From an optimization exercise on the open Yosys and OpenROAD flow, aimed at small area and a short achievable clock period; shortcuts taken in it are not production practice. At most, simulation tests tie the RTL to the original design; equivalence was not proved. The flow treats the clock pin as an ideal source. Dropping or thinning the clock tree relies on that and would not hold on a real chip. Power is estimated from default activity; no workload was simulated.

==> flow/design.v <==
module mp85_bus_target #(
    parameter logic [15:0] BASE_ADDR   = 16'h8000,
    parameter int          ADDR_BITS   = 8,
    parameter int          WAIT_STATES = 2
) (
    input  logic        clk,
    input  logic        rst,
    input  logic [15:0] address,
    input  logic        mem_read,
    input  logic        mem_write,
    input  logic [7:0]  data_in,
    output logic [7:0]  data_out,
    output logic        ready,
    output logic        selected,
    output logic        err
);
    typedef enum logic [1:0] {
        ST_IDLE,
        ST_WAIT,
        ST_ACCESS,
        ST_RELEASE
    } state_t;
    state_t          state;
    logic            wait2;       
    logic            op_wr;
    logic [7:0]      wdata;
    logic [7:0]      qp1;         
    logic [3:0]      lo4;         
    logic [7:0]      mid8;        
    logic [7:0]      ph;          
    logic [255:0][7:0] ring;
    logic [7:0]      pw_a;        
    logic [7:0]      pw_b;        
    logic [1:0]      pw_d;        
    logic [7:0]      wd;          
    logic            fire0;       
    logic            flate;       
    logic            p1, p2;      
    logic            bp;          
    logic            byp;         
    logic [3:0][7:0] s1;
    logic [7:0]      rd;
    logic hit;
    logic one_strobe;
    logic both_strobes;
    logic strobe_held;
    logic fire;
    logic [7:0] qn;               
    logic [5:0] widx;             
    always_comb begin
        hit          = (address[15:ADDR_BITS] == BASE_ADDR[15:ADDR_BITS]);
        one_strobe   = mem_read ^ mem_write;
        both_strobes = mem_read & mem_write;
        strobe_held  = op_wr ? mem_write : mem_read;
        fire         = fire0 || flate;
        qn           = address[7:0] + ph;
        widx         = 6'((qp1 + 8'd2) >> 2);
    end
    always_ff @(posedge clk or posedge rst) begin
        if (rst) begin
            state    <= ST_IDLE;
            wait2    <= 1'b0;
            fire0    <= 1'b0;
            data_out <= 8'h00;
            ready    <= 1'b0;
            selected <= 1'b0;
            err      <= 1'b0;
        end else begin
            ready <= 1'b0;
            err   <= 1'b0;
            fire0 <= (state == ST_WAIT) && wait2 && strobe_held && op_wr &&
                     (pw_d == 2'd0);
            case (state)
                ST_IDLE: begin
                    if (hit && both_strobes) begin
                        err <= 1'b1;
                    end else if (hit && one_strobe) begin
                        selected <= 1'b1;
                        wait2    <= 1'b0;
                        state    <= ST_WAIT;
                    end
                end
                ST_WAIT: begin
                    if (!strobe_held) begin
                        selected <= 1'b0;
                        state    <= ST_IDLE;
                    end else if (wait2) begin
                        state <= ST_ACCESS;
                    end else begin
                        wait2 <= 1'b1;
                    end
                end
                ST_ACCESS: begin
                    if (!op_wr) begin
                        if (byp)
                            data_out <= wd;
                        else if (qp1[0])
                            data_out <= rd ^ {8{!qp1[2]}};
                        else
                            data_out <= s1[qp1[7:6]] ^ {8{!qp1[2]}};
                    end
                    ready <= 1'b1;
                    state <= ST_RELEASE;
                end
                ST_RELEASE: begin
                    if (!mem_read && !mem_write) begin
                        selected <= 1'b0;
                        state    <= ST_IDLE;
                    end
                end
                default: state <= ST_IDLE;
            endcase
        end
    end
    always_ff @(posedge clk) begin
        if (state == ST_IDLE) begin
            op_wr <= mem_write;
            wdata <= data_in;
            qp1   <= qn;
            lo4   <= 4'd1 << qn[2:1];
            mid8  <= 8'd1 << qn[5:3];
        end
    end
    always_ff @(posedge clk) begin
        if (state == ST_WAIT && !wait2 && op_wr) begin
            pw_a <= 8'd1 << widx[5:3];
            pw_b <= 8'd1 << widx[2:0];
            pw_d <= 2'(8'd1 - qp1);
            wd   <= wdata;
        end
        p1    <= (state == ST_ACCESS) && op_wr;
        p2    <= p1;
        flate <= ((state == ST_ACCESS) && op_wr && pw_d == 2'd1) ||
                 (p1 && pw_d == 2'd2) || (p2 && pw_d == 2'd3);
        bp    <= p2 && (pw_d == 2'd3);
        if (state == ST_WAIT && !wait2)
            byp <= bp && pw_a[qp1[7:5]] && pw_b[qp1[4:2]] && (qp1[1:0] == 2'b11);
    end
    always_ff @(posedge clk) begin
        ph <= ph + 8'd1;
        for (int p = 0; p < 256; p++) begin
            if ((p % 4) == 3)
                ring[p] <= ~((fire && pw_a[p / 32] && pw_b[(p / 4) % 8]) ?
                             ((((p / 4) % 2) == 1) ? wd : ~wd) :
                             ring[(p + 255) % 256]);
            else
                ring[p] <= ring[(p + 255) % 256];
        end
    end
    always_ff @(posedge clk) begin
        for (int g = 0; g < 4; g++) begin
            logic [7:0] acc;
            acc = 8'h00;
            for (int j = 0; j < 32; j++)
                acc = acc | (ring[2 * (32 * g + j)] & {8{lo4[j % 4] & mid8[j / 4]}});
            s1[g] <= acc;
        end
        rd <= s1[qp1[7:6]];
    end
endmodule
==> flow/config.mk <==
export PLATFORM = sky130hd
export DESIGN_NAME = mp85_bus_target
export DESIGN_NICKNAME = mp85_bus_target
export VERILOG_FILES = /design/flow/design.v
export SDC_FILE = /design/flow/constraint.sdc
export NUM_CORES = 4
export LEC_CHECK = 0
export CAP_MARGIN = 20
export CORE_MARGIN = 2
export CORE_UTILIZATION = 55
export SETUP_SLACK_MARGIN = 3.0
export SLEW_MARGIN = 20
==> flow/constraint.sdc <==
create_clock -name core_clock -period 5.0 [get_ports {clk}]
set_input_delay 1.0000 -clock core_clock [delete_from_list [all_inputs] [get_ports {clk}]]
set_output_delay 1.0000 -clock core_clock [all_outputs]
set_load 0.01 [all_outputs]
standard.sh (not shown) runs the stock make flow with config.mk's settings and CLKGATE_MAP_FILE= SYNTH_SCRIPT=/design/flow/synth_recipe.tcl, a recipe that flattens the netlist after the stock synthesis.
==> flow/flow/run.sh <==
#!/bin/bash
# Standard layout, except that the clock tree is built by flow/pre_cts.tcl
# (a balanced two-level clkbuf_16 tree) instead of TritonCTS.
set -euo pipefail
export PRE_CTS_TCL="$PWD/flow/pre_cts.tcl"
export CT_LEAF_COLS=8 CT_LEAF_ROWS=10 CT_ROOT_COLS=2 CT_ROOT_ROWS=2
bash standard.sh > standard_flow.log 2>&1
Other scripts of this flow, unchanged in this note and not shown: flow/flow/pre_cts.tcl
Edit:
--- a/flow/design.v
+++ b/flow/design.v
@@ -30,49 +30,47 @@
     logic [7:0]      ph;          
     logic [255:0][7:0] ring;
     logic [7:0]      pw_a;        
     logic [7:0]      pw_b;        
     logic [1:0]      pw_d;        
     logic [7:0]      wd;          
-    logic            fire0;       
-    logic            flate;       
+    logic [7:0]      fa0;         
+    logic [7:0]      fal;         
     logic            p1, p2;      
     logic            bp;          
     logic            byp;         
     logic [3:0][7:0] s1;
     logic [7:0]      rd;
     logic hit;
     logic one_strobe;
     logic both_strobes;
     logic strobe_held;
-    logic fire;
     logic [7:0] qn;               
     logic [5:0] widx;             
     always_comb begin
         hit          = (address[15:ADDR_BITS] == BASE_ADDR[15:ADDR_BITS]);
         one_strobe   = mem_read ^ mem_write;
         both_strobes = mem_read & mem_write;
         strobe_held  = op_wr ? mem_write : mem_read;
-        fire         = fire0 || flate;
         qn           = address[7:0] + ph;
         widx         = 6'((qp1 + 8'd2) >> 2);
     end
     always_ff @(posedge clk or posedge rst) begin
         if (rst) begin
             state    <= ST_IDLE;
             wait2    <= 1'b0;
-            fire0    <= 1'b0;
+            fa0      <= 8'h00;
             data_out <= 8'h00;
             ready    <= 1'b0;
             selected <= 1'b0;
             err      <= 1'b0;
         end else begin
             ready <= 1'b0;
             err   <= 1'b0;
-            fire0 <= (state == ST_WAIT) && wait2 && strobe_held && op_wr &&
-                     (pw_d == 2'd0);
+            fa0   <= {8{(state == ST_WAIT) && wait2 && strobe_held && op_wr &&
+                        (pw_d == 2'd0)}} & pw_a;
             case (state)
                 ST_IDLE: begin
                     if (hit && both_strobes) begin
                         err <= 1'b1;
                     end else if (hit && one_strobe) begin
                         selected <= 1'b1;
@@ -127,23 +125,23 @@
             pw_b <= 8'd1 << widx[2:0];
             pw_d <= 2'(8'd1 - qp1);
             wd   <= wdata;
         end
         p1    <= (state == ST_ACCESS) && op_wr;
         p2    <= p1;
-        flate <= ((state == ST_ACCESS) && op_wr && pw_d == 2'd1) ||
-                 (p1 && pw_d == 2'd2) || (p2 && pw_d == 2'd3);
+        fal   <= {8{((state == ST_ACCESS) && op_wr && pw_d == 2'd1) ||
+                    (p1 && pw_d == 2'd2) || (p2 && pw_d == 2'd3)}} & pw_a;
         bp    <= p2 && (pw_d == 2'd3);
         if (state == ST_WAIT && !wait2)
             byp <= bp && pw_a[qp1[7:5]] && pw_b[qp1[4:2]] && (qp1[1:0] == 2'b11);
     end
     always_ff @(posedge clk) begin
         ph <= ph + 8'd1;
         for (int p = 0; p < 256; p++) begin
             if ((p % 4) == 3)
-                ring[p] <= ~((fire && pw_a[p / 32] && pw_b[(p / 4) % 8]) ?
+                ring[p] <= ~(((fa0[p / 32] || fal[p / 32]) && pw_b[(p / 4) % 8]) ?
                              ((((p / 4) % 2) == 1) ? wd : ~wd) :
                              ring[(p + 255) % 256]);
             else
                 ring[p] <= ring[(p + 255) % 256];
         end
     end
The changed run produced a clean layout.
Cell count goes up slightly.
Design area goes up slightly.
Combinational power goes down by a quarter to a third.
Total power goes down by a little under a tenth.
Maximum frequency is about the same.
Only the layout flow was run in the second run of this note; the RTL was not checked for function there. No run of this note takes its clock network from TritonCTS; it comes from the design's own scripts or RTL.

==> static timing again, ports no longer ideal <==
The results above use ideal ports. As a check the final layouts listed here were re-extracted and re-timed, cells and wires unchanged.
Step 1 sets driving cells, clkbuf_16 on the clock port and buf_2 on the other inputs (assumed; they add their load-dependent delay and slew).
Step 2 moves the port delays by t, midway between the first and last clock arrival at a register: inputs arrive t later, outputs are due t later. That takes back most of the time a late clock gives input paths.
a / b / c = ideal / step 1 / step 2; a / b = the first two.
| run | shift t [ns] | setup WS [ns] | hold WS [ns] | worst setup path at the end |
|---|---|---|---|---|
| the first run | 0.708 | 2.756 / 2.735 / 2.357 | 0.310 / 0.310 / 0.310 | input to register |
| the second run | 0.716 | 2.761 / 2.689 / 2.316 | 0.327 / 0.327 / 0.327 | input to register |
After both steps every run listed still meets setup and hold. For the second run, which loses most, drivers alone change the setup slack by -0.072 ns; drivers and shift together by -0.445 ns.
